From an optimization exercise on the open Yosys and OpenROAD flow, aimed at small area and a short achievable clock period; shortcuts taken in it are not production practice.
Only simulation tests tie the RTL to the original design; equivalence was not proved.
Power is estimated from default activity; no workload was simulated.

==> design/flow/config.mk <==
export PLATFORM = sky130hd
export DESIGN_NAME = match_top
export DESIGN_NICKNAME = match_top
export VERILOG_FILES = /design/flow/design.v
export SDC_FILE = /design/flow/constraint.sdc
export NUM_CORES = 4
export LEC_CHECK = 0
export CAP_MARGIN = 20
export CORE_MARGIN = 2
export CORE_UTILIZATION = 40
export CTS_BUF_LIST = sky130_fd_sc_hd__clkbuf_4 sky130_fd_sc_hd__clkbuf_8
export SETUP_SLACK_MARGIN = 4
export SLEW_MARGIN = 20
export SYNTH_HIERARCHICAL = 1
==> design/flow/constraint.sdc <==
create_clock -name core_clock -period 10.0 [get_ports {clk}]
set_input_delay 2.0000 -clock core_clock [delete_from_list [all_inputs] [get_ports {clk}]]
set_output_delay 2.0000 -clock core_clock [all_outputs]
set_load 0.01 [all_outputs]
==> design/flow/design.v <==
package match_pkg;
    typedef logic [2:0] cell_t;
    localparam cell_t CODE_SYM0  = 3'b110;    
    localparam cell_t CODE_SYM1  = 3'b101;    
    localparam cell_t CODE_SYM2  = 3'b010;    
    localparam cell_t CODE_SYM3  = 3'b100;    
    localparam cell_t CODE_SYM4  = 3'b001;    
    localparam cell_t CELL_EMPTY = 3'b000;    
    typedef logic [2:0] coord_t;
endpackage
`timescale 1ns/1ps
module input_controller (
    input  logic       clk,
    input  logic       reset,
    input  logic       left,
    input  logic       right,
    input  logic       up,
    input  logic       down,
    input  logic       enter,
    input  logic       game_reset,
    output logic       fill_we,      
    output logic [5:0] wp,           
    output logic [2:0] fill_code,    
    output logic       full,         
    output logic       now_h,        
    output logic       now_v,        
    output logic       now_neg,      
    output logic       pend_h,       
    output logic       pend_v,
    output logic       pend_neg,
    output match_pkg::coord_t cur_row,
    output match_pkg::coord_t cur_col,
    output logic       selected,
    output logic       board_ready
);
    logic        filling;
    logic [15:0] lfsr;
    logic        rand_ok;
    logic        fill_end;
    logic        issue;
    logic        dl, dr, du, dd;
    logic        ok_l, ok_r, ok_u, ok_d;
    logic        move_ok;
    logic        idle;
    always_ff @(posedge clk or posedge reset) begin
        if (reset)
            lfsr <= 16'hace1;
        else
            lfsr <= {lfsr[14:0], lfsr[15] ^ lfsr[13] ^ lfsr[12] ^ lfsr[10]};
    end
    assign rand_ok = (lfsr[2:0] != 3'd0) && (lfsr[2:0] < 3'd6);
    always_comb begin
        case (lfsr[3:1])
            3'd1:    fill_code = match_pkg::CODE_SYM0;
            3'd2:    fill_code = match_pkg::CODE_SYM1;
            3'd3:    fill_code = match_pkg::CODE_SYM2;
            3'd4:    fill_code = match_pkg::CODE_SYM3;
            default: fill_code = match_pkg::CODE_SYM4;
        endcase
    end
    assign dl = left;
    assign dr = !left && right;
    assign du = !left && !right && up;
    assign dd = !left && !right && !up && down;
    assign ok_l = dl && (cur_col != 3'd0);
    assign ok_r = dr && (cur_col != 3'd7);
    assign ok_u = du && (cur_row != 3'd0);
    assign ok_d = dd && (cur_row != 3'd7);
    assign move_ok = ok_l || ok_r || ok_u || ok_d;
    assign fill_end = fill_we && (wp == 6'd63);
    assign issue    = filling && !fill_end && rand_ok;
    assign idle     = !filling && !enter && !game_reset;
    assign now_h   = idle && selected && full && (ok_l || ok_r);
    assign now_v   = idle && selected && full && (ok_u || ok_d);
    assign now_neg = dl || du;
    always_ff @(posedge clk or posedge reset) begin
        if (reset) begin
            filling  <= 1'b0;
            selected <= 1'b0;
            cur_row  <= '0;
            cur_col  <= '0;
            wp       <= '0;
            fill_we  <= 1'b0;
            full     <= 1'b0;
            pend_h   <= 1'b0;
            pend_v   <= 1'b0;
        end else begin
            fill_we <= issue;
            pend_h  <= now_h;
            pend_v  <= now_v;
            if (fill_we)
                wp <= wp + 6'd1;
            if (fill_end)
                full <= 1'b1;
            if (filling) begin
                if (fill_end)
                    filling <= 1'b0;
            end else if (enter) begin
                selected <= !selected;
            end else if (game_reset) begin
                filling  <= 1'b1;
                selected <= 1'b0;
                wp       <= '0;
            end else if (move_ok) begin
                if (selected) begin
                    selected <= 1'b0;
                end else begin
                    if (ok_l) cur_col <= cur_col - 3'd1;
                    if (ok_r) cur_col <= cur_col + 3'd1;
                    if (ok_u) cur_row <= cur_row - 3'd1;
                    if (ok_d) cur_row <= cur_row + 3'd1;
                end
            end
        end
    end
    always_ff @(posedge clk) begin
        pend_neg <= now_neg;
    end
    assign board_ready = !filling;
endmodule
`timescale 1ns/1ps
module board_store (
    input  logic         clk,
    input  logic         fill_we,
    input  logic [5:0]   wp,
    input  logic [2:0]   fill_code,
    input  logic         now_h,
    input  logic         now_v,
    input  logic         now_neg,
    input  logic         pend_h,
    input  logic         pend_v,
    input  logic         pend_neg,
    input  match_pkg::coord_t cur_row,
    input  match_pkg::coord_t cur_col,
    output logic [191:0] board
);
    localparam int N = 8;
    logic [191:0]   q;
    logic [N-1:0]   row_oh, col_oh;
    logic [N-1:0]   arow, acol;
    logic [N-1:0]   wrow, wcol;
    logic [N*N-1:0] hp, vp;          
    logic [N*N-1:0] sl, sr, su, sd, s0;
    logic [N*N-1:0] nz;
    logic [N*N-1:0] eqh, eqv;        
    logic [N*N-1:0] runh, runv;      
    logic [N*N-1:0] mark;
    logic [N*N-1:0] wsel;
    logic           anyrun;
    logic           clear;
    logic           act_h, act_v, neg;
    assign board = q;
    always_comb begin
        for (int i = 0; i < N * N; i++)
            nz[i] = (q[i*3 +: 3] != match_pkg::CELL_EMPTY);
        eqh = '0;
        eqv = '0;
        runh = '0;
        runv = '0;
        for (int r = 0; r < N; r++)
            for (int c = 0; c < N; c++) begin
                if (c < N - 1) eqh[r*N+c] = (q[(r*N+c)*3 +: 3] == q[(r*N+c+1)*3 +: 3]);
                if (r < N - 1) eqv[r*N+c] = (q[(r*N+c)*3 +: 3] == q[((r+1)*N+c)*3 +: 3]);
            end
        for (int r = 0; r < N; r++)
            for (int c = 0; c < N; c++) begin
                if (c < N - 2) runh[r*N+c] = nz[r*N+c+1] && eqh[r*N+c] && eqh[r*N+c+1];
                if (r < N - 2) runv[r*N+c] = nz[(r+1)*N+c] && eqv[r*N+c] && eqv[(r+1)*N+c];
            end
        for (int r = 0; r < N; r++)
            for (int c = 0; c < N; c++) begin
                mark[r*N+c] = runh[r*N+c] || runv[r*N+c];
                if (c > 0) mark[r*N+c] = mark[r*N+c] || runh[r*N+c-1];
                if (c > 1) mark[r*N+c] = mark[r*N+c] || runh[r*N+c-2];
                if (r > 0) mark[r*N+c] = mark[r*N+c] || runv[(r-1)*N+c];
                if (r > 1) mark[r*N+c] = mark[r*N+c] || runv[(r-2)*N+c];
            end
    end
    assign anyrun = |runh || |runv;
    assign clear = (pend_h || pend_v) && anyrun;
    assign act_h = now_h || (pend_h && !anyrun);
    assign act_v = now_v || (pend_v && !anyrun);
    assign neg   = (pend_h || pend_v) ? pend_neg : now_neg;
    always_comb begin
        for (int i = 0; i < N; i++) begin
            wrow[i] = fill_we && (wp[2:0] == 3'(i));
            wcol[i] = (wp[5:3] == 3'(i));
        end
        for (int r = 0; r < N; r++)
            for (int c = 0; c < N; c++)
                wsel[r*N+c] = wrow[r] && wcol[c];
    end
    always_comb begin
        for (int i = 0; i < N; i++) begin
            row_oh[i] = (cur_row == 3'(i));
            col_oh[i] = (cur_col == 3'(i));
        end
        for (int i = 0; i < N; i++) begin
            arow[i] = act_v & ((neg && i < N - 1) ? row_oh[(i + 1) % N] : row_oh[i]);
            acol[i] = act_h & ((neg && i < N - 1) ? col_oh[(i + 1) % N] : col_oh[i]);
        end
        for (int r = 0; r < N; r++)
            for (int c = 0; c < N; c++) begin
                hp[r*N+c] = (c < N - 1) && row_oh[r] && acol[c];
                vp[r*N+c] = (r < N - 1) && arow[r] && col_oh[c];
            end
        for (int r = 0; r < N; r++)
            for (int c = 0; c < N; c++) begin
                sr[r*N+c] = hp[r*N+c];
                sl[r*N+c] = (c > 0) ? hp[r*N+c-1] : 1'b0;
                sd[r*N+c] = vp[r*N+c];
                su[r*N+c] = (r > 0) ? vp[(r-1)*N+c] : 1'b0;
                s0[r*N+c] = !(sr[r*N+c] | sl[r*N+c] | sd[r*N+c] | su[r*N+c] |
                              wsel[r*N+c] | (clear & mark[r*N+c]));
            end
    end
    always_ff @(posedge clk) begin
        for (int r = 0; r < N; r++)
            for (int c = 0; c < N; c++)
                q[(r*N+c)*3 +: 3] <= ({3{wsel[r*N+c]}} & fill_code)
                    | ({3{s0[r*N+c]}} & q[(r*N+c)*3 +: 3])
                    | ({3{sr[r*N+c]}} & ((c < N - 1) ? q[(r*N+c+1)*3 +: 3] : 3'b0))
                    | ({3{sl[r*N+c]}} & ((c > 0) ? q[(r*N+c-1)*3 +: 3] : 3'b0))
                    | ({3{sd[r*N+c]}} & ((r < N - 1) ? q[((r+1)*N+c)*3 +: 3] : 3'b0))
                    | ({3{su[r*N+c]}} & ((r > 0) ? q[((r-1)*N+c)*3 +: 3] : 3'b0));
    end
endmodule
`timescale 1ns/1ps
module pixel_renderer (
    input  logic        video_on,
    input  logic [9:0]  pix_x,
    input  logic [9:0]  pix_y,
    input  logic [191:0] board,
    input  logic [5:0]  wp,
    input  logic        full,
    input  logic        pend_h,
    input  logic        pend_v,
    input  logic        pend_neg,
    input  match_pkg::coord_t cur_row,
    input  match_pkg::coord_t cur_col,
    input  logic        selected,
    output logic [11:0] graph_rgb
);
    logic [3:0] px;                    
    logic [4:0] py;                    
    logic       in_x, in_y, in_board;
    logic       edge_x, edge_y;
    logic       on_border;
    logic [7:0] row_oh, col_oh;        
    logic [7:0] cur_row_oh, cur_col_oh;
    logic [7:0] ha, va;                
    logic [7:0] hrow;                  
    logic [7:0] cs [8];                
    logic [7:0] row_sw;                
    logic       on_cur_row, on_cur_col;
    logic [7:0] row_sel;
    logic [2:0] wrow [8];
    logic [2:0] code;
    logic [7:0] col_lt, col_eq, row_lt;
    logic       written;
    logic       blank;
    logic       r_on, g3_on, g2_on, g1_on, b_on;
    assign px   = pix_x[7:4];
    assign in_x = (pix_x[9:8] == 2'b01 && px != 4'd0) || (pix_x[9:8] == 2'b10 && px == 4'd0);
    assign py   = pix_y[8:4];
    assign in_y = !pix_y[9] && py >= 5'd7 && py <= 5'd22;
    assign in_board = in_x && in_y;
    always_comb begin
        for (int j = 0; j < 8; j++) begin
            col_oh[j] = (px == 4'((2 * j + 1) % 16) || px == 4'((2 * j + 2) % 16));
            row_oh[j] = (py == 5'(2 * j + 7) || py == 5'(2 * j + 8));
        end
    end
    assign edge_x = (pix_x[4] && pix_x[3:1] == 3'd0) || (!pix_x[4] && pix_x[3:1] == 3'd7);
    assign edge_y = (pix_y[4] && pix_y[3:1] == 3'd0) || (!pix_y[4] && pix_y[3:1] == 3'd7);
    always_comb begin
        for (int i = 0; i < 8; i++) begin
            cur_row_oh[i] = (cur_row == 3'(i));
            cur_col_oh[i] = (cur_col == 3'(i));
        end
        for (int i = 0; i < 8; i++) begin
            ha[i]   = pend_h && i < 7 && (pend_neg ? cur_col_oh[(i + 1) % 8] : cur_col_oh[i]);
            va[i]   = pend_v && i < 7 && (pend_neg ? cur_row_oh[(i + 1) % 8] : cur_row_oh[i]);
            hrow[i] = pend_h && cur_row_oh[i];
        end
        for (int r = 0; r < 8; r++)
            for (int c = 0; c < 8; c++) begin
                cs[r][c] = col_oh[c] && !(hrow[r] && (ha[c] || (c > 0 && ha[(c + 7) % 8])));
                if (c < 7)
                    cs[r][c] = cs[r][c] || (hrow[r] && ha[c] && col_oh[(c + 1) % 8]);
                if (c > 0)
                    cs[r][c] = cs[r][c] || (hrow[r] && ha[(c + 7) % 8] && col_oh[(c + 7) % 8]);
            end
        for (int r = 0; r < 8; r++) begin
            row_sw[r] = row_oh[r] && !(va[r] || (r > 0 && va[(r + 7) % 8]));
            if (r < 7)
                row_sw[r] = row_sw[r] || (va[r] && row_oh[(r + 1) % 8]);
            if (r > 0)
                row_sw[r] = row_sw[r] || (va[(r + 7) % 8] && row_oh[(r + 7) % 8]);
        end
    end
    assign on_cur_row = |(row_oh & cur_row_oh);
    assign on_cur_col = |(col_oh & cur_col_oh);
    assign row_sel = on_cur_col ? row_sw : row_oh;
    always_comb begin
        for (int r = 0; r < 8; r++) begin
            wrow[r] = 3'b000;
            for (int c = 0; c < 8; c++)
                wrow[r] = wrow[r] | ({3{cs[r][c]}} & board[(r*8+c)*3 +: 3]);
        end
        code = 3'b000;
        for (int r = 0; r < 8; r++)
            code = code | ({3{row_sel[r]}} & wrow[r]);
    end
    assign on_border = in_board && on_cur_row && on_cur_col && (edge_x || edge_y);
    always_comb begin
        for (int j = 0; j < 8; j++) begin
            col_lt[j] = (3'(j) < wp[5:3]);
            col_eq[j] = (3'(j) == wp[5:3]);
            row_lt[j] = (3'(j) < wp[2:0]);
        end
    end
    assign written = full || |(col_oh & col_lt) || (|(col_oh & col_eq) && |(row_oh & row_lt));
    assign blank   = !in_board || !written;
    assign r_on  = on_border || blank || !code[2];
    assign g3_on = on_border ? !selected : (blank || !code[1]);
    assign g2_on = on_border ? !selected : (blank || (!code[1] && !code[0]));
    assign g1_on = on_border ? !selected : (blank || (!code[1] && (code[2] || !code[0])));
    assign b_on  = !on_border && (blank || !code[0]);
    assign graph_rgb = video_on ? {{4{r_on}}, g3_on, g2_on, g1_on, g2_on, {4{b_on}}} : 12'h000;
endmodule
`timescale 1ns/1ps
module match_top (
    input  logic        clk,
    input  logic        reset,
    input  logic        left,
    input  logic        right,
    input  logic        up,
    input  logic        down,
    input  logic        enter,
    input  logic        game_reset,
    input  logic        video_on,
    input  logic [9:0]  pix_x,
    input  logic [9:0]  pix_y,
    output logic [11:0] graph_rgb,
    output logic        board_ready
);
    logic        fill_we;
    logic [5:0]  wp;
    logic [2:0]  fill_code;
    logic        full;
    logic        now_h, now_v, now_neg;
    logic        pend_h, pend_v, pend_neg;
    match_pkg::coord_t cur_row;
    match_pkg::coord_t cur_col;
    logic        selected;
    logic [191:0] board;
    input_controller u_ctrl (
        .clk         (clk),
        .reset       (reset),
        .left        (left),
        .right       (right),
        .up          (up),
        .down        (down),
        .enter       (enter),
        .game_reset  (game_reset),
        .fill_we     (fill_we),
        .wp          (wp),
        .fill_code   (fill_code),
        .full        (full),
        .now_h       (now_h),
        .now_v       (now_v),
        .now_neg     (now_neg),
        .pend_h      (pend_h),
        .pend_v      (pend_v),
        .pend_neg    (pend_neg),
        .cur_row     (cur_row),
        .cur_col     (cur_col),
        .selected    (selected),
        .board_ready (board_ready)
    );
    board_store u_board (
        .clk       (clk),
        .fill_we   (fill_we),
        .wp        (wp),
        .fill_code (fill_code),
        .now_h     (now_h),
        .now_v     (now_v),
        .now_neg   (now_neg),
        .pend_h    (pend_h),
        .pend_v    (pend_v),
        .pend_neg  (pend_neg),
        .cur_row   (cur_row),
        .cur_col   (cur_col),
        .board     (board)
    );
    pixel_renderer u_render (
        .video_on  (video_on),
        .pix_x     (pix_x),
        .pix_y     (pix_y),
        .board     (board),
        .wp        (wp),
        .full      (full),
        .pend_h    (pend_h),
        .pend_v    (pend_v),
        .pend_neg  (pend_neg),
        .cur_row   (cur_row),
        .cur_col   (cur_col),
        .selected  (selected),
        .graph_rgb (graph_rgb)
    );
endmodule
==> design/flow/flow/run.sh <==
#!/bin/bash
# Standard ORFS layout (standard.sh), with the standard synthesis script except
# for ABC's mapping, chosen per module (see synth.tcl): the board store and the
# controller are mapped for area, the renderer, whose path from the beam inputs
# to the colour outputs sets the period, to a tight delay target. Registers,
# names and every later step are the standard ones. make's output goes to
# flow_make.log; ORFS keeps each step's log under orfs/logs.
set -euo pipefail
export MY_FLOW_DIR="$PWD/flow"
export MY_ABC="board_store:abc_amap.script:0 input_controller:abc_area.script:0 pixel_renderer:abc_speed.script:1500 match_top:abc_speed.script:1500"
bash standard.sh SYNTH_SCRIPT="$PWD/flow/synth.tcl" finish > flow_make.log 2>&1
==> design/flow/flow/abc_amap.script <==
strash
dch -f
amap -F 2
topo
==> design/flow/flow/abc_area.script <==
strash
dch
map -a
topo
stime -c
==> design/flow/flow/abc_speed.script <==
strash
dch -f
map {D}
topo
stime -c
buffer -c
upsize -c {D}
dnsize -c {D}
==> design/flow/flow/synth.tcl <==
# synth_recipe.tcl, with ABC's mapping chosen per module: MY_ABC lists
# module:script:delay entries (script in MY_FLOW_DIR, delay target in ps, 0 for
# none), and each module is mapped by its own ABC run
proc synth {args} { yosys synth -nofsm -noshare {*}$args }
proc abc_with {args script d} {
  set i [lsearch -exact $args -script]
  set f [open $script r]
  set body [string map {"\n" ";"} [string trim [read $f]]]
  close $f
  lset args [expr {$i + 1}] "+$body"
  set j [lsearch -exact $args -D]
  if { $j >= 0 } { set args [lreplace $args $j [expr {$j + 1}]] }
  if { $d > 0 } { lappend args -D $d }
  return $args
}
proc abc {args} {
  foreach entry $::env(MY_ABC) {
    lassign [split $entry :] module script d
    yosys abc {*}[abc_with $args $::env(MY_FLOW_DIR)/$script $d] $module
  }
}
source $::env(SCRIPTS_DIR)/synth.tcl
# left out here: clear keep_hierarchy, flatten, clean up, hide names made inside functions, write 1_2_yosys.v
==> design/flow/standard.sh <==
#!/bin/bash
# synth_recipe.tcl (not shown) runs the flow's synth.tcl, then flattens the netlist and writes it again
# the make line also repeats each setting of config.mk as NAME=value (left out here)
make -C /OpenROAD-flow-scripts/flow DESIGN_CONFIG=/design/flow/config.mk WORK_HOME=/design/flow/orfs CLKGATE_MAP_FILE= SYNTH_SCRIPT=/design/flow/synth_recipe.tcl "${@:-finish}"
==> results of run 1 <==
## per-module statistics from Yosys, one instance, submodules excluded, excerpt
module / area, sq um / flops+latches / copies in the design
board_store: 15320 / 192 / 1
input_controller: 1383 / 35 / 1
pixel_renderer: 3874 / 0 / 1
## cells in the mapped netlist (14+ instances only)
master	number	area share, %
a222oi_1	36	1.8
a21oi_1	79	1.9
inv_1	60	1.1
dfxtp_1	193	19
nor2_1	360	6.6
o21ai_0	160	3.9
nand2_1	209	3.8
a2111oi_0	15	0.64
o211ai_1	21	0.77
dfrtp_1	26	3.2
o31ai_1	14	0.51
o221ai_1	235	10
a221oi_1	203	8.6
nand4_1	34	1.0
clkinv_1	323	5.9
a31oi_1	18	0.55
nor4_1	74	2.3
nor3_1	137	3.3
o22ai_1	301	9.2
nand3_1	87	2.1
or4_1	17	0.62
or2_0	53	1.6
o2111ai_1	27	1.1
a22oi_1	89	3.2
## logic make-up after synthesis
logic type	synth area share (%)
buffers and inverters	7.900
XOR/XNOR	0.2980
adder cells (fa/ha/maj)	0.2554
flip-flops	22.96
multiplexers	0.05473
AO/OA/AOI/OAI	45.34
AND/OR/NAND/NOR	23.19
## path summary, 6_finish.rpt
check	endpoint	slack, ns	from
worst max-delay path	graph_rgb[6]	3.28	pix_x[4]
worst min-delay path	u_ctrl.lfsr[10]$_DFF_PP1_	0.35	u_ctrl.lfsr[9]$_DFF_PP0_
worst max register to register	u_board.q[92]$_DFF_P_	4.10	u_board.q[153]$_DFF_P_
worst min register to register	u_ctrl.lfsr[10]$_DFF_PP1_	0.35	u_ctrl.lfsr[9]$_DFF_PP0_
max in group asynchronous	u_ctrl.lfsr[5]$_DFF_PP1_	7.91	reset
min in group asynchronous	u_ctrl.selected$_DFFE_PP0P_	1.75	reset
## registers in the layout (all words and copies together), names as in the netlist
| register | cells |
|---|---|
| u_ctrl.cur_row | 3 |
| u_ctrl.filling | 1 |
| u_ctrl.pend_h | 1 |
| u_ctrl.pend_neg | 1 |
| u_board.q | 192 |
| u_ctrl.full | 1 |
| u_ctrl.fill_we | 1 |
| u_ctrl.cur_col | 3 |
| u_ctrl.lfsr | 16 |
| u_ctrl.selected | 1 |
| u_ctrl.pend_v | 1 |
| u_ctrl.wp | 6 |
## stage by stage
stage	std cells	instance area, sq um
after global placement	3677	21990
after CTS	3795	23680
after global routing	3798	24000
final	3802	24010
after detailed placement	3677	21990
after floorplan	2954	20630
## layout make-up
cell class | count | area, sq um | area share (%)
Clock buffer | 70 | 875.8 | 3.647
Sequential cell | 227 | 4743 | 19.75
Inverter | 390 | 1500 | 6.247
Antenna cell | 5 | 12.51 | 0.05211
Timing Repair Buffer | 111 | 1018 | 4.241
Clock inverter | 12 | 112.6 | 0.4689
Timing Repair inverter | 1 | 7.507 | 0.03126
Multi-Input combinational cell | 2306 | 14890 | 62.02
Tap cell | 680 | 850.8 | 3.543
## where the power goes
part | internal [uW] | total (uW) | switching, uW
clock network | 608 | 1100 | 487
registers | 908 | 913 | 5.07
logic | 64.3 | 176 | 111
## routing by layer
layer / up-vias / global-route usage [%] / routed length (um)
met5: - / 0 / 0
met4: 0 / 32.28 / 10920
met3: 614 / 13.69 / 18010
met2: 2654 / 60.73 / 47920
met1: 13980 / 56.96 / 45100
li1: 12420 / - / -
## timing repair
action	in CTS	in global routing
pin swaps	32	20
setup endpoints to repair	12	123
gates resized for setup	182	97
hold endpoints to repair	0	0
setup buffers	34	2
hold buffers	0	0
gates cloned	2	0
## placed cells by master (no fill, tap or decap), drive strengths merged, types with 6 or more instances in the layout
cell	Yosys	final
clkbuf	13	72
o221ai	236	236
a2111oi	15	15
nand4	34	34
nor3	145	145
a222oi	36	36
o21ai	172	172
inv	67	61
o31ai	14	14
a311oi	6	6
nor2	363	363
o2111ai	27	27
dfxtp	193	193
nand2	211	211
a221oi	203	203
dfrtp	26	26
a32o	6	6
dfstp	8	8
o211ai	21	21
o32ai	13	13
o22ai	302	302
a32oi	10	10
or4	17	17
a21oi	79	79
buf	18	86
a22oi	89	89
a31oi	18	18
clkinv	323	329
or3	12	12
nor4	74	74
clkinvlp	0	11
clkdlybuf4s50	0	18
or2	59	59
nand3	87	87
==> flow_summary.json, run 1 <==
{
  "status": "complete, no violations",
  "fmax_ghz": 0.1487,
  "irDropWorstVdd_mv": 0.08724,
  "final_util_pct": 47.00,
  "wl_um": 122000,
  "cts_max_level": 2,
  "maxCapViolations": 0,
  "cp.required_ns": 8.00,
  "grt_overflow": 0,
  "slowest_stage": "o21ai_0",
  "ff2ff_path_depth": 17,
  "fin_hold_ws_ns": 0.3528,
  "syn_area_sq_um": 20570,
  "cts_tree": "yes",
  "slew_headroom_pct": 14.10,
  "hold_depth": 0,
  "p_total_uw": 2184,
  "numCtsBuffers": 47,
  "crit_chain": "buf_12 > nor2_4 > inv_2 > nand2_4 > nor2_1 > buf_6 > clkinvlp_4 > o221ai_1 > a22oi_1 > nand2_1 > o21ai_0 > nand4_1 > o21bai_1 > nand2_1 > buf_6 > a21oi_4 > buf_6",
  "drive_gt1_share_pct": 11.77,
  "cpMostUsedCell": "buf_6",
  "cts_buffer_depth": 3,
  "fillers": 5277,
  "grt_pass1_vias": 27420,
  "rows": 83,
  "power_density_nw_per_um2": 90.95,
  "pre_cts_ws_ns": 1.742,
  "fin_worst_skew_ns": 0.03377,
  "tns_ns": 0,
  "die_x_um": 230.8,
  "setup_viol": 0,
  "fin_crit_sh_pct": 67.23,
  "grt_use_total_pct": 43.93,
  "vias": 29660,
  "syn_area_per_cell_sq_um": 6.965,
  "rsz0062_at_grt": "true",
  "syn_inst": 2954,
  "start_util_pct": 40.27,
  "endpoint_kind": "primary output",
  "path_clk_slew_ns": 0.05,
  "cellLeakagePower_uw": 0.007693,
  "firstDrtPassIters": 12,
  "clk_latency_ns": 0.67,
  "grt_max_degree": 65,
  "seq_area_frac_synth_pct": 22.96,
  "fin_crit_ns": 6.723,
  "tightest_slew_ns": 1.256,
  "root_buffer": "clkbuf_8",
  "cp_num_buf_inv": 6,
  "place.gp.congestion": 1.064,
  "slowest_delay_ns": 0.33,
  "synthDistinctLibCells": 66,
  "cp.arrival_ns": 4.72,
  "hold_viol": 0,
  "yosysWarnings": 11,
  "fin_ws_ns": 3.277,
  "hpwl_um": 89600,
  "io_pins": 42,
  "crit_type": "in -> out",
  "synth_edf_count": 0,
  "final_max_slew_viol_count": 0,
  "async_reset_ff_share_pct": 14.98,
  "path_max_fanout": 17,
  "drtIter0Drc": 5574,
  "drc": 0,
  "antenna_found_initial": 2,
  "dieArea_sq_um": 53260,
  "avgViaCountPerCell": 7.802,
  "hp-class": "reg -> reg",
  "core_area_sq_um": 51090,
  "ant_nets": 0,
  "grt_pass1_wl_um": 178300,
  "synth-seq-cells": 227,
  "die_h_um": 230.8,
  "io_buffers": 39,
  "area_growth_pct": 16.72,
  "synth-main-ff-cell": "dfxtp_1",
  "wl_per_cell_um": 32.08,
  "path_delay_family": "compound AO/OA/AOI/OAI gates",
  "syn_nets": 2986,
  "cp_num_cells": 17,
  "clock-sinks": 227,
  "startpoint_type": "input pin",
  "fin_nets": 3116
}
==> run 2: changes to the inputs <==
--- a/design/flow/config.mk
+++ b/design/flow/config.mk
@@ -10,5 +10,5 @@
 export CORE_UTILIZATION = 40
 export CTS_BUF_LIST = sky130_fd_sc_hd__clkbuf_4 sky130_fd_sc_hd__clkbuf_8
-export SETUP_SLACK_MARGIN = 4
+export SETUP_SLACK_MARGIN = 3.5
 export SLEW_MARGIN = 20
 export SYNTH_HIERARCHICAL = 1
==> flow_summary.json, run 2 <==
{
  "status": "complete, no violations",
  "synth-seq-cells": 227,
  "regMostFlops": "u_board.q",
  "rows": 83,
  "core_area_sq_um": 51090,
  "yosysWarnings": 11,
  "area_growth_pct": 16.13,
  "fin_worst_skew_ns": 0.04958,
  "path_clk_slew_ns": 0.06,
  "async_reset_ff_share_pct": 14.98,
  "hold_viol": 0,
  "hp-class": "reg -> reg",
  "firstDrtPassIters": 7,
  "drc": 0,
  "seq_area_sq_um": 4730,
  "avgViaCountPerCell": 7.859,
  "pre_cts_ws_ns": 1.722,
  "grt_pass1_vias": 27150,
  "synth_fa_ha_area_share_pct": 0.2554,
  "cts_buffer_depth": 3,
  "tns_ns": 0,
  "slowest_stage": "o32ai_2",
  "syn_area_per_cell_sq_um": 6.965,
  "grt_overflow": 0,
  "cp_num_buf_inv": 6,
  "final_max_slew_viol_count": 0,
  "antenna_found_initial": 5,
  "maxCapViolations": 0,
  "rsz0062_at_grt": "true",
  "fin_crit_sh_pct": 66.83,
  "crit_type": "in -> out",
  "fillers": 5247,
  "cts_tree": "yes",
  "synthMuxAreaShare_pct": 0.05473,
  "fin_crit_ns": 6.683,
  "yosys.area.top_type": "dfxtp_1",
  "largest_reg_flops": 192,
  "grt_pass1_wl_um": 176300,
  "slowest_delay_ns": 0.29,
  "synthDistinctLibCells": 66,
  "io_buffers": 39,
  "mostFrequentLayoutCell": "nor2_1",
  "fin_ws_ns": 3.317,
  "multi_input_area_sq_um": 14810,
  "syn_nets": 2986,
  "crit_chain": "buf_4 > nand2_4 > inv_2 > a22oi_2 > buf_6 > buf_6 > clkinvlp_4 > a22oi_2 > nor3_1 > o32ai_2 > o2111ai_2 > and2_4 > nand2_2 > o21bai_1 > nand2_2 > a21oi_2 > buf_2",
  "r2r_slack_ns": 3.78,
  "cts_max_level": 2,
  "seq_area_frac_synth_pct": 22.96,
  "hpwl_um": 88340,
  "mostFrequentLayoutCells": "nor2_1 (346), clkinv_1 (322), o22ai_1 (294), o221ai_1 (228), a221oi_1 (203)",
  "irDropWorstVdd_mv": 0.07363,
  "syn_area_sq_um": 20570,
  "reg.largest.list": "u_board.q (192), u_ctrl.lfsr (16), u_ctrl.wp (6)",
  "die_x_um": 230.8,
  "cts_hold_buffers": 0,
  "place.gp.congestion": 1.064,
  "io_pins": 42,
  "synth_common_cells": "nor2_1 (360), clkinv_1 (323), o22ai_1 (301)",
  "drtIter0Drc": 5931,
  "synthMostInstantiatedCell": "nor2_1",
  "cellLeakagePower_uw": 0.007670,
  "synth_top_family_by_area": "compound AO/OA/AOI/OAI gates",
  "startpoint_type": "input pin",
  "wl_per_cell_um": 31.83,
  "synth-main-ff-cell": "dfxtp_1",
  "path_max_fanout": 5,
  "fmax_ghz": 0.1496,
  "tightest_slew_ns": 1.305,
  "start_util_pct": 40.27,
  "drive_gt1_share_pct": 10.55,
  "root_buffer": "clkbuf_8",
  "power_density_nw_per_um2": 90.13,
  "clock-sinks": 227,
  "yosys-top-cells-area": "dfxtp_1 (19%), o221ai_1 (10%), o22ai_1 (9.2%)",
  "grt_max_degree": 65,
  "synth_edf_count": 0,
  "synth-simple-area-share_pct": 23.19,
  "fin_hold_ws_ns": 0.3546,
  "synth_compound_area_share_pct": 45.34,
  "clk_latency_ns": 0.70,
  "syn_inst": 2954,
  "die_h_um": 230.8,
  "grt_use_total_pct": 43.32,
  "vias": 29970,
  "slew_headroom_pct": 13.03,
  "wl_um": 121400,
  "cp.required_ns": 8.00,
  "ant_nets": 0,
  "path_delay_family": "compound AO/OA/AOI/OAI gates",
  "numCtsBuffers": 45,
  "cp.arrival_ns": 4.68,
  "synth_xor_area_share_pct": 0.2980,
  "setup_viol": 0,
  "fin_nets": 3124,
  "endpoint_kind": "primary output",
  "dieArea_sq_um": 53260,
  "synth_top_area_share_pct": 18.78
}
## run 2: logic make-up after synthesis
logic type / Yosys count
AOI/OAI and AO/OA: 1273
xor gates and xnor gates: 7
adders and majority gates: 3
buffers and inverters: 421
DFF: 227
muxes: 1
and+or+nand+nor: 1022
## run 2: modules after synthesis (local to each module, per instance), a selection
module	flops+latches	cells	times used
input_controller	35	128	1
board_store	192	2080	1
pixel_renderer	0	746	1
## run 2: metal layers
layer	global-route usage, %	wire length (um)	vias to the layer above
met2	61.06	47750	2853
met1	54.80	44010	13980
met4	31.41	11450	4
met5	0	19	-
li1	-	-	12400
met3	14.43	18130	732
## run 2: final timing paths
| check | from | end | cells past startpoint |
|---|---|---|---|
| max | pix_x[6] | graph_rgb[6] | 17 |
| min | u_ctrl.lfsr[9]$_DFF_PP0_ | u_ctrl.lfsr[10]$_DFF_PP1_ | 0 |
| max reg2reg | u_board.q[66]$_DFF_P_ | u_board.q[103]$_DFF_P_ | 16 |
| min reg2reg | u_ctrl.lfsr[9]$_DFF_PP0_ | u_ctrl.lfsr[10]$_DFF_PP1_ | 0 |
| max in group asynchronous | reset | u_ctrl.lfsr[7]$_DFF_PP1_ | 2 |
| min in group asynchronous | reset | u_ctrl.cur_col[0]$_DFFE_PP0P_ | 2 |
## run 2: report_power, final
| part | internal [uW] | switching (uW) | leakage [uW] |
|---|---|---|---|
| combinational | 63.3 | 111 | 0.00517 |
| sequential | 908 | 6.38 | 0.00198 |
| clock | 582 | 483 | 0.000516 |
## run 2: timing repair
action,CTS,global route
cloned,3,1
buffers inserted,39,8
pin swaps,43,23
setup endpoints to repair,12,12
resized for setup,212,35
## run 2: layout make-up
type | instances | share of cell area [%]
timing repair inverter | 1 | 0.03142
multi-input combinational | 2307 | 62.01
timing repair buffer | 120 | 4.279
inverter | 390 | 6.232
clock inverter | 5 | 0.1466
tap | 680 | 3.561
sequential | 227 | 19.80
antenna | 6 | 0.06284
clock buffer | 77 | 3.886
## run 2: metrics by stage
step                      power [uW]  std cells  cell area, sq um  utilization, %
after floorplan                 1009       2954             20570               -
after global placement          1058       3672             21900           42.87
after detailed placement        1060       3672             21910           42.87
after CTS                       2123       3796             23680           46.34
after global routing            2188       3807             23880           46.73
final                           2153       3813             23890           46.76
==> run 3: changes to the inputs <==
--- a/design/flow/config.mk
+++ b/design/flow/config.mk
@@ -10,4 +10,5 @@
 export CORE_UTILIZATION = 40
 export CTS_BUF_LIST = sky130_fd_sc_hd__clkbuf_4 sky130_fd_sc_hd__clkbuf_8
+export PLACE_DENSITY = 0.7
 export SETUP_SLACK_MARGIN = 3.5
 export SLEW_MARGIN = 20
==> flow_summary.json, run 3 <==
{
  "status": "complete, no violations",
  "clock-sinks": 227,
  "yosysWarnings": 11,
  "crit_chain": "buf_6 > nand2_4 > inv_2 > a22oi_2 > buf_6 > buf_12 > a21oi_1 > a31oi_1 > o31ai_4 > a22oi_1 > nand2_1 > o21ai_2 > nand4_1 > o21a_1 > nor2_2 > buf_2",
  "mostFrequentLayoutCells": "nor2_1 (345), clkinv_1 (323), o22ai_1 (297), o221ai_1 (231), a221oi_1 (203)",
  "cts_buffer_depth": 3,
  "fin_crit_sh_pct": 65.83,
  "path_max_fanout": 6,
  "ff2ff_path_depth": 18,
  "cpMostUsedCell": "buf_6",
  "endpoint_kind": "primary output",
  "grt_max_degree": 65,
  "cellLeakagePower_uw": 0.007633,
  "cts_tree": "yes",
  "setup_viol": 0,
  "area_growth_pct": 15.47,
  "tns_ns": 0,
  "cp.required_ns": 8.00,
  "place_area_sq_um": 21870,
  "antenna_found_initial": 8,
  "syn_nets": 2986,
  "power_density_nw_per_um2": 90.32,
  "root_buffer": "clkbuf_8",
  "io_pins": 42,
  "avgViaCountPerCell": 7.811,
  "fillers": 5227,
  "largest_reg_flops": 192,
  "fin_nets": 3116,
  "mostFrequentLayoutCell": "nor2_1",
  "worstHoldStart": "u_ctrl.lfsr[14]$_DFF_PP0_",
  "dieArea_sq_um": 53260,
  "synth-main-ff-cell": "dfxtp_1",
  "r2r_end": "u_board.q[134]$_DFF_P_",
  "hp-class": "reg -> reg",
  "rows": 83,
  "synthDistinctLibCells": 66,
  "die_x_um": 230.8,
  "synth-seq-cells": 227,
  "regMostFlops": "u_board.q",
  "final_util_pct": 46.49,
  "cp.arrival_ns": 4.58,
  "grt_overflow": 0,
  "slowest_delay_ns": 0.27,
  "wl_um": 116100,
  "core_area_sq_um": 51090,
  "cts_max_level": 2,
  "r2r_start": "u_board.q[31]$_DFF_P_",
  "wl_per_cell_um": 30.54,
  "maxCapViolations": 0,
  "ant_nets": 0,
  "final_max_slew_viol_count": 0,
  "p_total_uw": 2146,
  "design_area_sq_um": 23760,
  "grt_pass1_wl_um": 172200,
  "yosys-top-cells-area": "dfxtp_1 (19%), o221ai_1 (10%), o22ai_1 (9.2%)",
  "fin_crit_ns": 6.583,
  "drive_gt1_share_pct": 9.432,
  "grt_use_total_pct": 42.05,
  "tightest_slew_ns": 1.308,
  "start_util_pct": 40.27,
  "vias": 29710,
  "hold_viol": 0,
  "seq_area_frac_synth_pct": 22.96,
  "synth_common_cells": "nor2_1 (360), clkinv_1 (323), o22ai_1 (301)",
  "clk_latency_ns": 0.67,
  "numCtsBuffers": 45,
  "io_buffers": 39,
  "irDropWorstVdd_mv": 0.08428,
  "fin_worst_skew_ns": 0.02864,
  "syn_inst": 2954,
  "firstDrtPassIters": 11,
  "drtIter0Drc": 6778,
  "fin_hold_ws_ns": 0.3488,
  "slew_headroom_pct": 12.83,
  "reg.largest.list": "u_board.q (192), u_ctrl.lfsr (16), u_ctrl.wp (6)",
  "die_h_um": 230.8,
  "startpoint_type": "input pin",
  "drc": 0,
  "hold_depth": 0,
  "path_clk_slew_ns": 0.06,
  "grt_pass1_vias": 26940,
  "fmax_ghz": 0.1519,
  "hpwl_um": 82020,
  "syn_area_sq_um": 20570,
  "synth_edf_count": 0,
  "r2r_slack_ns": 3.48,
  "yosys.area.top_type": "dfxtp_1",
  "async_reset_ff_share_pct": 14.98,
  "slowest_stage": "o21a_1",
  "syn_area_per_cell_sq_um": 6.965,
  "rsz0062_at_grt": "true",
  "crit_type": "in -> out",
  "whs_endpoint": "u_ctrl.lfsr[15]$_DFF_PP1_",
  "synth_top_area_share_pct": 18.78,
  "synthMostInstantiatedCell": "nor2_1",
  "place.gp.congestion": 1.086
}
run 3: cell count changes in the layout (fill, tap and decap cells not counted), sizes merged:
| cell | before | now |
|---|---|---|
| buf | 95 | 85 |
| clkbuf | 80 | 78 |
| clkinv | 325 | 327 |
| clkinvlp | 7 | 10 |
| dlygate4sd2 | 2 | 5 |
| dlymetal6s2s | 2 | 0 |
| inv | 64 | 61 |
| nor2 | 364 | 363 |
run 3: worst max path at each step:
stage	start	end	slack, ns	cells past startpoint
2_1_floorplan	pix_x[5]	graph_rgb[6]	3.82	15
3_3_place_gp	pix_x[4]	graph_rgb[3]	1.95	13
3_5_place_dp	pix_x[4]	graph_rgb[2]	1.89	13
4_1_cts	pix_x[4]	graph_rgb[2]	3.50	16
5_1_grt	pix_x[4]	graph_rgb[1]	3.37	14
6_report	pix_x[6]	graph_rgb[2]	3.42	16
run 3: area by class of cell:
| cell class | instances | area, sq um | share of cell area, % |
|---|---|---|---|
| Antenna cell | 6 | 15.01 | 0.06320 |
| Clock buffer | 74 | 924.6 | 3.892 |
| Clock inverter | 6 | 35.03 | 0.1475 |
| Inverter | 390 | 1491 | 6.278 |
| Multi-Input combinational cell | 2306 | 14710 | 61.93 |
| Sequential cell | 227 | 4730 | 19.91 |
| Tap cell | 680 | 850.8 | 3.582 |
| Timing Repair Buffer | 112 | 982.2 | 4.135 |
| Timing Repair inverter | 2 | 15.01 | 0.06320 |
run 3: cell families after synthesis:
kind of cell	count (synthesis)	synth area share, %
compound gates	1273	45.34
xor+xnor	7	0.2980
fa+ha+maj	3	0.2554
buf+inv	421	7.900
flops	227	22.96
mux	1	0.05473
simple gates	1022	23.19
run 3: metal layers:
metal  global-route usage (%)  part of all wire (%)
met1                    52.18                    35
met2                    58.21                    39
met3                    16.63                    17
met4                    30.95                   9.4
met5                   0.7353                 0.032
run 3: power by group:
| group | switching (uW) | total, uW | internal, uW |
|---|---|---|---|
| clock network | 484 | 1060 | 580 |
| logic | 105 | 168 | 62.8 |
| registers | 5.46 | 913 | 908 |
run 3: modules after synthesis, one instance, submodules excluded, a selection:
| module | cell area, sq um | cells inside | flops+latches |
|---|---|---|---|
| board_store | 15320 | 2080 | 192 |
| input_controller | 1383 | 128 | 35 |
| pixel_renderer | 3874 | 746 | 0 |
run 3: metrics by stage:
stage | cells | setup WS (ns)
final | 3803 | 3.417
after CTS | 3789 | 3.502
after detailed placement | 3667 | 1.893
after global routing | 3799 | 3.367
after global placement | 3667 | 1.949
after floorplan | 2954 | 3.817
run 3: what timing repair did:
| item | 4_1_cts | 5_1_grt |
|---|---|---|
| hold buffers | 0 | 0 |
| endpoints found under the setup margin | 12 | 68 |
| cloned | 3 | 0 |
| hold endpoints to repair | 0 | 0 |
| pin swaps | 34 | 20 |
| setup buffers | 39 | 5 |
| gates resized for setup | 183 | 28 |
run 3: critical path, delay by kind of cell:
family / cells / cell delay (ns)
compound gates: 7 / 1.40
buf+inv: 5 / 0.62
simple gates: 4 / 0.55
==> run 4: changes to the inputs <==
--- a/design/flow/config.mk
+++ b/design/flow/config.mk
@@ -11,5 +11,5 @@
 export CTS_BUF_LIST = sky130_fd_sc_hd__clkbuf_4 sky130_fd_sc_hd__clkbuf_8
 export PLACE_DENSITY = 0.7
-export SETUP_SLACK_MARGIN = 3.5
+export SETUP_SLACK_MARGIN = 3.8
 export SLEW_MARGIN = 20
 export SYNTH_HIERARCHICAL = 1
==> flow_summary.json, run 4 <==
{
  "r2r_start": "u_board.q[104]$_DFF_P_",
  "reg.largest.list": "u_board.q (192), u_ctrl.lfsr (16), u_ctrl.wp (6)",
  "fmax_ghz": 0.1506,
  "cts_hold_buffers": 0,
  "startpoint": "u_ctrl.pend_h$_DFF_PP0_",
  "power_density_nw_per_um2": 89.96,
  "maxCapViolations": 0,
  "path_max_fanout": 18,
  "largest_reg_flops": 192,
  "swShare_pct": 27.69,
  "die_x_um": 230.8,
  "area_growth_pct": 15.90,
  "core_area_sq_um": 51090,
  "syn_area_sq_um": 20570,
  "seq_area_frac_synth_pct": 22.96,
  "p_int_uw": 1551,
  "power.switching_uw": 594.0,
  "final_max_slew_viol_count": 0,
  "cellLeakagePower_uw": 0.007656,
  "firstDrtPassIters": 9,
  "syn_inst": 2954,
  "combPwrFrac_pct": 7.9,
  "seqPwrFrac_pct": 42.6,
  "regMostFlops": "u_board.q",
  "layout.cells.non_filler": 3804,
  "slowest_delay_ns": 0.78,
  "clock-sinks": 227,
  "irDropWorstVdd_mv": 0.08342,
  "hpwl_um": 82020,
  "die_h_um": 230.8,
  "ant_nets": 0,
  "r2r_slack_ns": 3.74,
  "syn_area_per_cell_sq_um": 6.965,
  "synth-main-ff-cell": "dfxtp_1",
  "grt_use_met1_pct": 52.33,
  "use_met3_pct": 16.33,
  "fin_crit_sh_pct": 66.38,
  "async_reset_ff_share_pct": 14.98,
  "antenna_found_initial": 6,
  "yosys-top-cells-area": "dfxtp_1 (19%), o221ai_1 (10%), o22ai_1 (9.2%)",
  "yosysWarnings": 11,
  "fin_crit_ns": 6.638,
  "cp.required_ns": 8.00,
  "cts_max_level": 2,
  "grt_util_met2_pct": 57.86,
  "placedCellCount": 3667,
  "tns_ns": 0,
  "power.share.clock_pct": 49.5,
  "drc": 0,
  "avgViaCountPerCell": 7.864,
  "drtIter0Drc": 6901,
  "drive_gt1_share_pct": 10.14,
  "path_clk_slew_ns": 0.06,
  "busiest_layer": "met2",
  "slew_headroom_pct": 4.289,
  "status": "complete, no violations",
  "wl_um": 116400,
  "dieArea_sq_um": 53260,
  "crit_chain": "inv_1 > a21oi_1 > nand2_1 > nand2_1 > a21oi_1 > a31oi_1 > o31ai_4 > a22oi_1 > nand2_1 > o21ai_2 > nand4_1 > o21a_1 > nor2_2 > buf_2",
  "grt_pass1_vias": 26910,
  "clk_latency_ns": 0.67,
  "yosys.area.top_type": "dfxtp_1",
  "startpoint_type": "register",
  "io_pins": 42,
  "grt_overflow": 0,
  "slowest_stage": "dfrtp_1",
  "endpoint_kind": "primary output",
  "design_area_sq_um": 23850,
  "setup_viol": 0,
  "vias": 29920,
  "fin_worst_skew_ns": 0.03293,
  "cts_tree": "yes",
  "numCtsBuffers": 45,
  "grt_use_total_pct": 41.99,
  "synth_common_cells": "nor2_1 (360), clkinv_1 (323), o22ai_1 (301)",
  "place_area_sq_um": 21870,
  "mostFrequentLayoutCell": "nor2_1",
  "grt_pass1_wl_um": 172200,
  "cpMostUsedCell": "nand2_1",
  "hp-class": "reg -> reg",
  "cp.arrival_ns": 4.64,
  "grt_max_degree": 65,
  "worstHoldStart": "u_ctrl.lfsr[14]$_DFF_PP0_",
  "io_buffers": 39,
  "crit_type": "reg -> out",
  "place.gp.congestion": 1.086,
  "fin_nets": 3116,
  "synth-seq-cells": 227,
  "rows": 83,
  "synthDistinctLibCells": 66,
  "synth_edf_count": 0,
  "cp_num_buf_inv": 2,
  "tightest_slew_ns": 1.436,
  "hold_viol": 0,
  "wl_per_cell_um": 30.59,
  "rsz0062_at_grt": "true",
  "start_util_pct": 40.27,
  "synth_top_area_share_pct": 18.78,
  "path_delay_family": "compound AO/OA/AOI/OAI gates",
  "root_buffer": "clkbuf_8",
  "syn_nets": 2986,
  "cts_buffer_depth": 3,
  "mostFrequentLayoutCells": "nor2_1 (337), clkinv_1 (323), o22ai_1 (296), o221ai_1 (228), a221oi_1 (203)",
  "synthMostInstantiatedCell": "nor2_1"
}
[run 4: changes by cell type in the layout (fill, tap and decap cells not counted), sizes merged]
cell	before	now
diode	6	7
clkinvlp	10	11
inv	61	60
buf	85	86
clkbuf	78	77
[run 4: final cells by class]
cell class,instances,area [sq um]
Sequential cell,227,4730
Tap cell,680,850.8
Fill cell,5220,27250
Clock inverter,6,35.03
Timing Repair inverter,2,15.01
Antenna cell,7,17.52
Inverter,390,1493
Timing Repair Buffer,112,985.9
Clock buffer,74,924.6
Multi-Input combinational cell,2306,14790
[run 4: final timing paths]
path	to	cells past startpoint
hold / removal	u_ctrl.lfsr[15]$_DFF_PP1_	0
setup reg to reg	u_board.q[43]$_DFF_P_	16
max in group asynchronous	u_ctrl.cur_col[1]$_DFFE_PP0P_	3
min in group asynchronous	u_ctrl.cur_row[0]$_DFFE_PP0P_	3
setup / recovery	graph_rgb[2]	14
hold reg to reg	u_ctrl.lfsr[15]$_DFF_PP1_	0
[run 4: logic make-up after synthesis]
family,Yosys count,synth area share [%]
AOI/OAI and AO/OA,1273,45.34
xor gates and xnor gates,7,0.2980
adders and majority gates,3,0.2554
buffers and inverters,421,7.900
DFF,227,22.96
muxes,1,0.05473
and+or+nand+nor,1022,23.19
[run 4: power groups by stage]
stage	registers, uW	logic (uW)	clock network, uW
6_report	914	170	1060
5_1_grt	913	179	1090
4_1_cts	913	156	1050
3_5_place_dp	932	124	0
3_3_place_gp	932	124	0
2_1_floorplan	930	79.1	0
[run 4: stage by stage]
| step | setup slack (ns) | power (uW) | util [%] | hold slack, ns |
|---|---|---|---|---|
| CTS | 3.544 | 2119 | 46.29 | 0.3551 |
| global placement | 1.949 | 1056 | 42.81 | 0.3352 |
| detailed placement | 1.893 | 1056 | 42.81 | 0.3457 |
| floorplan | 3.817 | 1009 | - | 0.3312 |
| finish | 3.362 | 2145 | 46.67 | 0.3476 |
| global route | 3.349 | 2179 | 46.64 | 0.3641 |
[run 4: layer usage]
metal  share of wire (%)  up-vias
met3                  17      813
met2                  38     3049
li1                    -    12410
met5               0.079        -
met4                  10       12
met1                  35    13630
[run 4: worst register-to-register path: cells and delay by family (launching register included)]
kind	cells	cell delay, ns
AOI/OAI and AO/OA	7	2.21
buffers and inverters	2	0.81
DFF	1	0.94
and+or+nand+nor	7	2.13
[run 4: modules after synthesis, one instance, submodules excluded, excerpt]
module	cells	cell area, sq um
pixel_renderer	746	3874
board_store	2080	15320
input_controller	128	1383
[run 4: repair_timing]
action,CTS,global route
resized for setup,200,35
buffers inserted,41,3
endpoints found under the setup margin,14,175
cloned,3,0
pin swaps,40,19
==> run 5: changes to the inputs <==
--- a/design/flow/config.mk
+++ b/design/flow/config.mk
@@ -9,7 +9,9 @@
 export CORE_MARGIN = 2
 export CORE_UTILIZATION = 40
-export CTS_BUF_LIST = sky130_fd_sc_hd__clkbuf_4 sky130_fd_sc_hd__clkbuf_8
+export CTS_BUF_LIST = sky130_fd_sc_hd__clkbuf_16
+export CTS_CLUSTER_DIAMETER = 80
+export CTS_CLUSTER_SIZE = 16
 export PLACE_DENSITY = 0.7
-export SETUP_SLACK_MARGIN = 3.8
+export SETUP_SLACK_MARGIN = 3.5
 export SLEW_MARGIN = 20
 export SYNTH_HIERARCHICAL = 1
==> flow_summary.json, run 5 <==
{
  "r2r_start": "u_board.q[31]$_DFF_P_",
  "async_reset_ff_share_pct": 14.98,
  "synth_compound_area_share_pct": 45.34,
  "cellLeakagePower_uw": 0.007463,
  "start_util_pct": 40.27,
  "wl_per_cell_um": 30.75,
  "antenna_found_initial": 5,
  "rows": 83,
  "status": "complete, no violations",
  "grt_pass1_vias": 26560,
  "slew_headroom_pct": 4.191,
  "ff2ff_path_depth": 18,
  "synth_xor_area_share_pct": 0.2980,
  "cp.required_ns": 8.00,
  "numCtsBuffers": 22,
  "tightest_slew_ns": 1.437,
  "startpoint": "pix_x[6]",
  "wl_um": 115600,
  "fin_ws_ns": 3.353,
  "hpwl_um": 82020,
  "final_max_slew_viol_count": 0,
  "cts_hold_buffers": 0,
  "fin_worst_skew_ns": 0.02221,
  "cts_max_level": 1,
  "hold_viol": 0,
  "crit_type": "in -> out",
  "fillers": 5237,
  "cp.arrival_ns": 4.65,
  "avgViaCountPerCell": 7.848,
  "synth_common_cells": "nor2_1 (360), clkinv_1 (323), o22ai_1 (301)",
  "vias": 29490,
  "grt_use_total_pct": 41.44,
  "hp-class": "reg -> reg",
  "core_area_sq_um": 51090,
  "seq_area_frac_synth_pct": 22.96,
  "synth-simple-area-share_pct": 23.19,
  "yosysWarnings": 11,
  "grt_pass1_wl_um": 170400,
  "synth_top_family_by_area": "compound AO/OA/AOI/OAI gates",
  "startpoint_type": "input pin",
  "final_util_pct": 45.93,
  "rsz0062_at_grt": "true",
  "synth_fa_ha_area_share_pct": 0.2554,
  "synth-main-ff-cell": "dfxtp_1",
  "die_h_um": 230.8,
  "synthDistinctLibCells": 66,
  "mostFrequentLayoutCells": "nor2_1 (342), clkinv_1 (327), o22ai_1 (297), o221ai_1 (230), a221oi_1 (203)",
  "root_buffer": "clkbuf_16",
  "grt_overflow": 0,
  "yosys-top-cells-area": "dfxtp_1 (19%), o221ai_1 (10%), o22ai_1 (9.2%)",
  "drive_gt1_share_pct": 7.967,
  "pre_cts_ws_ns": 1.893,
  "io_buffers": 39,
  "endpoint_kind": "primary output",
  "path_clk_slew_ns": 0.08,
  "multi_input_area_sq_um": 14710,
  "yosys.area.top_type": "dfxtp_1",
  "power_density_nw_per_um2": 83.60,
  "fin_nets": 3091,
  "syn_area_sq_um": 20570,
  "tns_ns": 0,
  "syn_area_per_cell_sq_um": 6.965,
  "regMostFlops": "u_board.q",
  "synth_top_area_share_pct": 18.78,
  "io_pins": 42,
  "mostFrequentLayoutCell": "nor2_1",
  "grt_max_degree": 65,
  "firstDrtPassIters": 14,
  "seq_area_sq_um": 4726,
  "die_x_um": 230.8,
  "r2r_slack_ns": 3.44,
  "r2r_end": "u_board.q[43]$_DFF_P_",
  "largest_reg_flops": 192,
  "cts_tree": "yes",
  "drc": 0,
  "area_growth_pct": 14.06,
  "syn_nets": 2986,
  "synth_edf_count": 0,
  "synthMuxAreaShare_pct": 0.05473,
  "fin_crit_sh_pct": 66.47,
  "ant_nets": 0,
  "dieArea_sq_um": 53260,
  "path_max_fanout": 5,
  "drtIter0Drc": 6456,
  "maxCapViolations": 0,
  "reg.largest.list": "u_board.q (192), u_ctrl.lfsr (16), u_ctrl.wp (6)",
  "fin_crit_ns": 6.647,
  "irDropWorstVdd_mv": 0.09608,
  "fmax_ghz": 0.1504,
  "cts_buffer_depth": 3,
  "synthMostInstantiatedCell": "nor2_1",
  "clock-sinks": 227,
  "synth-seq-cells": 227,
  "critPathCapture": "graph_rgb[2]",
  "place.gp.congestion": 1.086,
  "syn_inst": 2954,
  "clk_latency_ns": 0.58,
  "setup_viol": 0
}
[run 5: worst min-delay path by stage]
stage                                   start                   endpoint  slack, ns  cells after the start
floorplan            u_ctrl.lfsr[8]$_DFF_PP0_   u_ctrl.lfsr[9]$_DFF_PP0_       0.33                      0
global placement    u_ctrl.lfsr[14]$_DFF_PP0_  u_ctrl.lfsr[15]$_DFF_PP1_       0.34                      0
detailed placement   u_ctrl.lfsr[8]$_DFF_PP0_   u_ctrl.lfsr[9]$_DFF_PP0_       0.35                      0
CTS                 u_ctrl.lfsr[14]$_DFF_PP0_  u_ctrl.lfsr[15]$_DFF_PP1_       0.34                      0
global route        u_ctrl.lfsr[14]$_DFF_PP0_  u_ctrl.lfsr[15]$_DFF_PP1_       0.36                      0
finish              u_ctrl.lfsr[14]$_DFF_PP0_  u_ctrl.lfsr[15]$_DFF_PP1_       0.34                      0
[run 5: what timing repair did]
action / CTS / global route
pin swaps: 34 / 18
setup buffers: 39 / 3
cloned: 3 / 0
gates resized for setup: 182 / 26
setup endpoints to repair: 12 / 22
[run 5: modules after synthesis (local to each module, per instance), a selection]
| module | times used | cells | area, sq um |
|---|---|---|---|
| input_controller | 1 | 128 | 1383 |
| pixel_renderer | 1 | 746 | 3874 |
| board_store | 1 | 2080 | 15320 |
[run 5: area by class of cell]
class / count / area share (%)
multi-input combinational: 2306 / 62.70
sequential: 227 / 20.14
inverter: 390 / 6.366
timing repair buffer: 110 / 4.122
tap: 680 / 3.626
clock buffer: 23 / 2.453
clock inverter: 17 / 0.5012
timing repair inverter: 2 / 0.06398
antenna: 3 / 0.03199
[run 5: logic make-up after synthesis]
logic type                 after synthesis
AOI/OAI and AO/OA                     1273
adders and majority gates                3
DFF                                    227
xor gates and xnor gates                 7
buffers and inverters                  421
muxes                                    1
and+or+nand+nor                       1022
[run 5: where the power goes]
part	total, uW	internal (uW)	switching, uW
Combinational	167	62.1	105
Clock	883	429	453
Sequential	912	906	5.42
Total	1960	1400	564
[run 5: metrics by stage]
stage               area (sq um)  hold slack [ns]  power (uW)  cells
finish                     23470           0.3389        1962   3758
global route               23460           0.3557        1988   3755
CTS                        23320           0.3444        1929   3749
detailed placement         21870           0.3457        1056   3667
global placement           21870           0.3352        1056   3667
floorplan                  20570           0.3312        1009   2954
[run 5: layer usage]
metal / routed length [um] / vias to the layer above / track usage [%] / share of wire, %
met1: 40410 / 13470 / 52.11 / 35
met2: 44580 / 2934 / 57.23 / 39
li1: - / 12340 / - / -
met5: 52 / - / 0.6434 / 0.045
met3: 19380 / 745 / 15.50 / 17
met4: 11140 / 6 / 30.48 / 9.6
[run 5: critical path: stages]
cell	delay, ns
buf_6	0.12
nand2_4	0.10
inv_4	0.04
a22oi_2	0.23
buf_6	0.16
buf_12	0.11
o2111ai_4	0.16
or2_4	0.32
a32o_2	0.35
o22ai_4	0.23
nand4_1	0.23
o21a_1	0.28
nor2_2	0.14
buf_2	0.16
==> run 6: changes to the inputs <==
--- a/design/flow/config.mk
+++ b/design/flow/config.mk
@@ -11,5 +11,5 @@
 export CTS_BUF_LIST = sky130_fd_sc_hd__clkbuf_16
 export CTS_CLUSTER_DIAMETER = 80
-export CTS_CLUSTER_SIZE = 16
+export CTS_CLUSTER_SIZE = 22
 export PLACE_DENSITY = 0.7
 export SETUP_SLACK_MARGIN = 3.5
==> flow_summary.json, run 6 <==
{
  "crit_type": "reg -> reg",
  "rows": 83,
  "grt_overflow": 0,
  "tns_ns": 0,
  "slowest_delay_ns": 0.84,
  "syn_area_sq_um": 20570,
  "fin_worst_skew_ns": 0.03217,
  "cp.required_ns": 10.42,
  "synth_common_cells": "nor2_1 (360), clkinv_1 (323), o22ai_1 (301)",
  "die_x_um": 230.8,
  "cp.arrival_ns": 7.07,
  "yosys-top-cells-area": "dfxtp_1 (19%), o221ai_1 (10%), o22ai_1 (9.2%)",
  "yosysWarnings": 11,
  "setup_viol": 0,
  "grt_max_degree": 65,
  "slew_headroom_pct": 9.864,
  "startpoint_type": "register",
  "power.share.clock_pct": 44.5,
  "tightest_slew_ns": 1.352,
  "synth_edf_count": 0,
  "dieArea_sq_um": 53260,
  "antenna_found_initial": 4,
  "fmax_ghz": 0.1503,
  "irDropWorstVdd_mv": 0.1004,
  "power.switching_uw": 554.1,
  "placedCellCount": 3667,
  "fin_crit_ns": 6.654,
  "slowest_stage": "dfxtp_1",
  "hold_viol": 0,
  "grt_use_total_pct": 41.54,
  "cpMostUsedCell": "o221ai_1",
  "ant_nets": 0,
  "synthMostInstantiatedCell": "nor2_1",
  "grt_pass1_wl_um": 170800,
  "path_max_fanout": 10,
  "fin_crit_sh_pct": 66.54,
  "hp-class": "reg -> reg",
  "path_clk_slew_ns": 0.08,
  "r2r_slack_ns": 3.35,
  "synth_top_area_share_pct": 18.78,
  "mostFrequentLayoutCells": "nor2_1 (344), clkinv_1 (327), o22ai_1 (297), o221ai_1 (230), a221oi_1 (203)",
  "wl_per_cell_um": 30.63,
  "maxCapViolations": 0,
  "io_buffers": 39,
  "clk_latency_ns": 0.57,
  "firstDrtPassIters": 10,
  "drtIter0Drc": 6546,
  "reg.largest.list": "u_board.q (192), u_ctrl.lfsr (16), u_ctrl.wp (6)",
  "root_buffer": "clkbuf_16",
  "yosys.area.top_type": "dfxtp_1",
  "drive_gt1_share_pct": 7.975,
  "fin_nets": 3090,
  "wl_um": 115100,
  "crit_chain": "clkinv_1 > o221ai_1 > nor4_1 > buf_4 > nor4_1 > nor4b_1 > nand4_1 > nor4b_4 > a21o_1 > o221ai_1 > nor2_1 > nor3_1 > nand3_1 > o22ai_1 > a221oi_1 > o221ai_1",
  "syn_nets": 2986,
  "status": "complete, no violations",
  "hpwl_um": 82020,
  "vias": 29330,
  "mostFrequentLayoutCell": "nor2_1",
  "avgViaCountPerCell": 7.807,
  "grt_pass1_vias": 26530,
  "p_int_uw": 1392,
  "core_area_sq_um": 51090,
  "final_max_slew_viol_count": 0,
  "cts_max_level": 1,
  "regMostFlops": "u_board.q",
  "area_growth_pct": 14.03,
  "seqPwrFrac_pct": 46.9,
  "syn_inst": 2954,
  "combPwrFrac_pct": 8.6,
  "endpoint_kind": "register",
  "syn_area_per_cell_sq_um": 6.965,
  "cts_tree": "yes",
  "async_reset_ff_share_pct": 14.98,
  "largest_reg_flops": 192,
  "cts_buffer_depth": 3,
  "power_density_nw_per_um2": 82.93,
  "cellLeakagePower_uw": 0.007441,
  "clock-sinks": 227,
  "start_util_pct": 40.27,
  "layout.cells.non_filler": 3757,
  "synth-seq-cells": 227,
  "cp_num_buf_inv": 2,
  "synthDistinctLibCells": 66,
  "rsz0062_at_grt": "true",
  "seq_area_frac_synth_pct": 22.96,
  "swShare_pct": 28.48,
  "synth-main-ff-cell": "dfxtp_1",
  "die_h_um": 230.8,
  "drc": 0,
  "place.gp.congestion": 1.086,
  "numCtsBuffers": 21,
  "path_delay_family": "simple AND/OR/NAND/NOR gates",
  "io_pins": 42
}
## run 6: cell types whose count changed in the layout (fill, tap and decap cells not counted), moves of 2 or more
cell,delta
clkbuf_16,-2
nor2_1,+2
diode_2,+2
nor2_2,-2
inv_1,-4
## run 6: final cells by class
cell class                 instances  area (sq um)
antenna                            5         12.51
clock buffer                      21         525.5
clock inverter                    16         145.1
fill                            5222         27630
inverter                         390          1494
multi-input combinational       2306         14720
sequential                       227          4727
tap                              680         850.8
timing repair buffer             110         973.4
timing repair inverter             2         15.01
## run 6: timing repair
action,CTS,global route
resized for setup,182,30
cloned,3,0
pin swaps,34,18
buffers inserted,39,3
setup endpoints to repair,12,137
hold buffers,0,0
## run 6: metal layers
| metal | track usage [%] | vias up | share of wire (%) |
|---|---|---|---|
| met5 | 0.3676 | - | 0.027 |
| met4 | 29.27 | 2 | 9.4 |
| met3 | 16.33 | 718 | 17 |
| met2 | 57.59 | 2902 | 39 |
| met1 | 52.06 | 13380 | 35 |
| li1 | - | 12330 | - |
## run 6: cells by family after synthesis
group	count (synthesis)	synth area share, %
XOR/XNOR	7	0.2980
AND/OR/NAND/NOR	1022	23.19
multiplexers	1	0.05473
adder cells (fa/ha/maj)	3	0.2554
buffers and inverters	421	7.900
flip-flops	227	22.96
AO/OA/AOI/OAI	1273	45.34
## run 6: power groups by stage
stage	logic, uW	registers [uW]	clock network (uW)
after floorplan	79.1	930	0
after global placement	124	932	0
after CTS	154	911	855
final	168	912	866
after global routing	177	912	890
after detailed placement	124	932	0
## run 6: worst paths after layout
check	start	endpoint	depth (start not counted)
setup / recovery	u_board.q[30]$_DFF_P_	u_board.q[34]$_DFF_P_	16
hold / removal	u_ctrl.lfsr[14]$_DFF_PP0_	u_ctrl.lfsr[15]$_DFF_PP1_	0
setup reg to reg	u_board.q[30]$_DFF_P_	u_board.q[34]$_DFF_P_	16
hold reg to reg	u_ctrl.lfsr[14]$_DFF_PP0_	u_ctrl.lfsr[15]$_DFF_PP1_	0
max in group asynchronous	reset	u_ctrl.lfsr[10]$_DFF_PP1_	3
min in group asynchronous	reset	u_ctrl.cur_row[0]$_DFFE_PP0P_	3
## run 6: worst register-to-register path, delay by kind of cell, from the launching register on
kind,cells,cell delay [ns]
and+or+nand+nor,8,2.90
DFF,1,0.84
AOI/OAI and AO/OA,6,2.12
buffers and inverters,2,0.65
## run 6: Yosys stat by module (local to each module, per instance), a selection
module / cell area (sq um) / flip-flops and latches / cells inside / times used
board_store: 15320 / 192 / 2080 / 1
pixel_renderer: 3874 / 0 / 746 / 1
input_controller: 1383 / 35 / 128 / 1
## run 6: metrics by stage
step                      hold WS, ns  setup WS [ns]  total power [uW]  area, sq um  utilization [%]
final                          0.3540          3.346              1946        23460            45.92
after global routing           0.3619          3.303              1979        23450            45.89
after CTS                      0.3581          3.502              1920        23290            45.59
after detailed placement       0.3457          1.893              1056        21870            42.81
after global placement         0.3352          1.949              1056        21870            42.81
after floorplan                0.3312          3.817              1009        20570                -

-- re-timing with driven ports --
How much do the figures lean on ideal ports? The routed layouts below were timed once more, with nothing changed but the port constraints.
Step 1 sets driving cells, clkbuf_16 on the clock port and buf_2 on the other inputs (assumed; they add their load-dependent delay and slew).
Step 2, shift: input delay + t, output delay - t, t = (earliest + latest rising clock arrival at the registers) / 2. This alone moves slack from input paths to output paths.
Slacks: no drivers / after step 1 / after step 2; pairs: no drivers / after step 1.
run | t, ns | setup WS [ns] | clock arrival spread, ns
run 1 | 0.716 | 3.277 / 3.232 / 3.232 | 0.034 / 0.034
run 2 | 0.734 | 3.317 / 3.261 / 3.275 | 0.049 / 0.049
run 3 | 0.716 | 3.417 / 3.365 / 3.365 | 0.029 / 0.029
run 4 | 0.710 | 3.362 / 3.302 / 3.371 | 0.033 / 0.033
run 5 | 0.627 | 3.353 / 3.300 / 3.300 | 0.022 / 0.023
run 6 | 0.618 | 3.346 / 3.307 / 3.307 | 0.032 / 0.032
After both steps setup and hold are still met in every run listed. The setup slack of run 5, which loses most, moves by -0.053 ns with the drivers and by -0.053 ns with both steps.
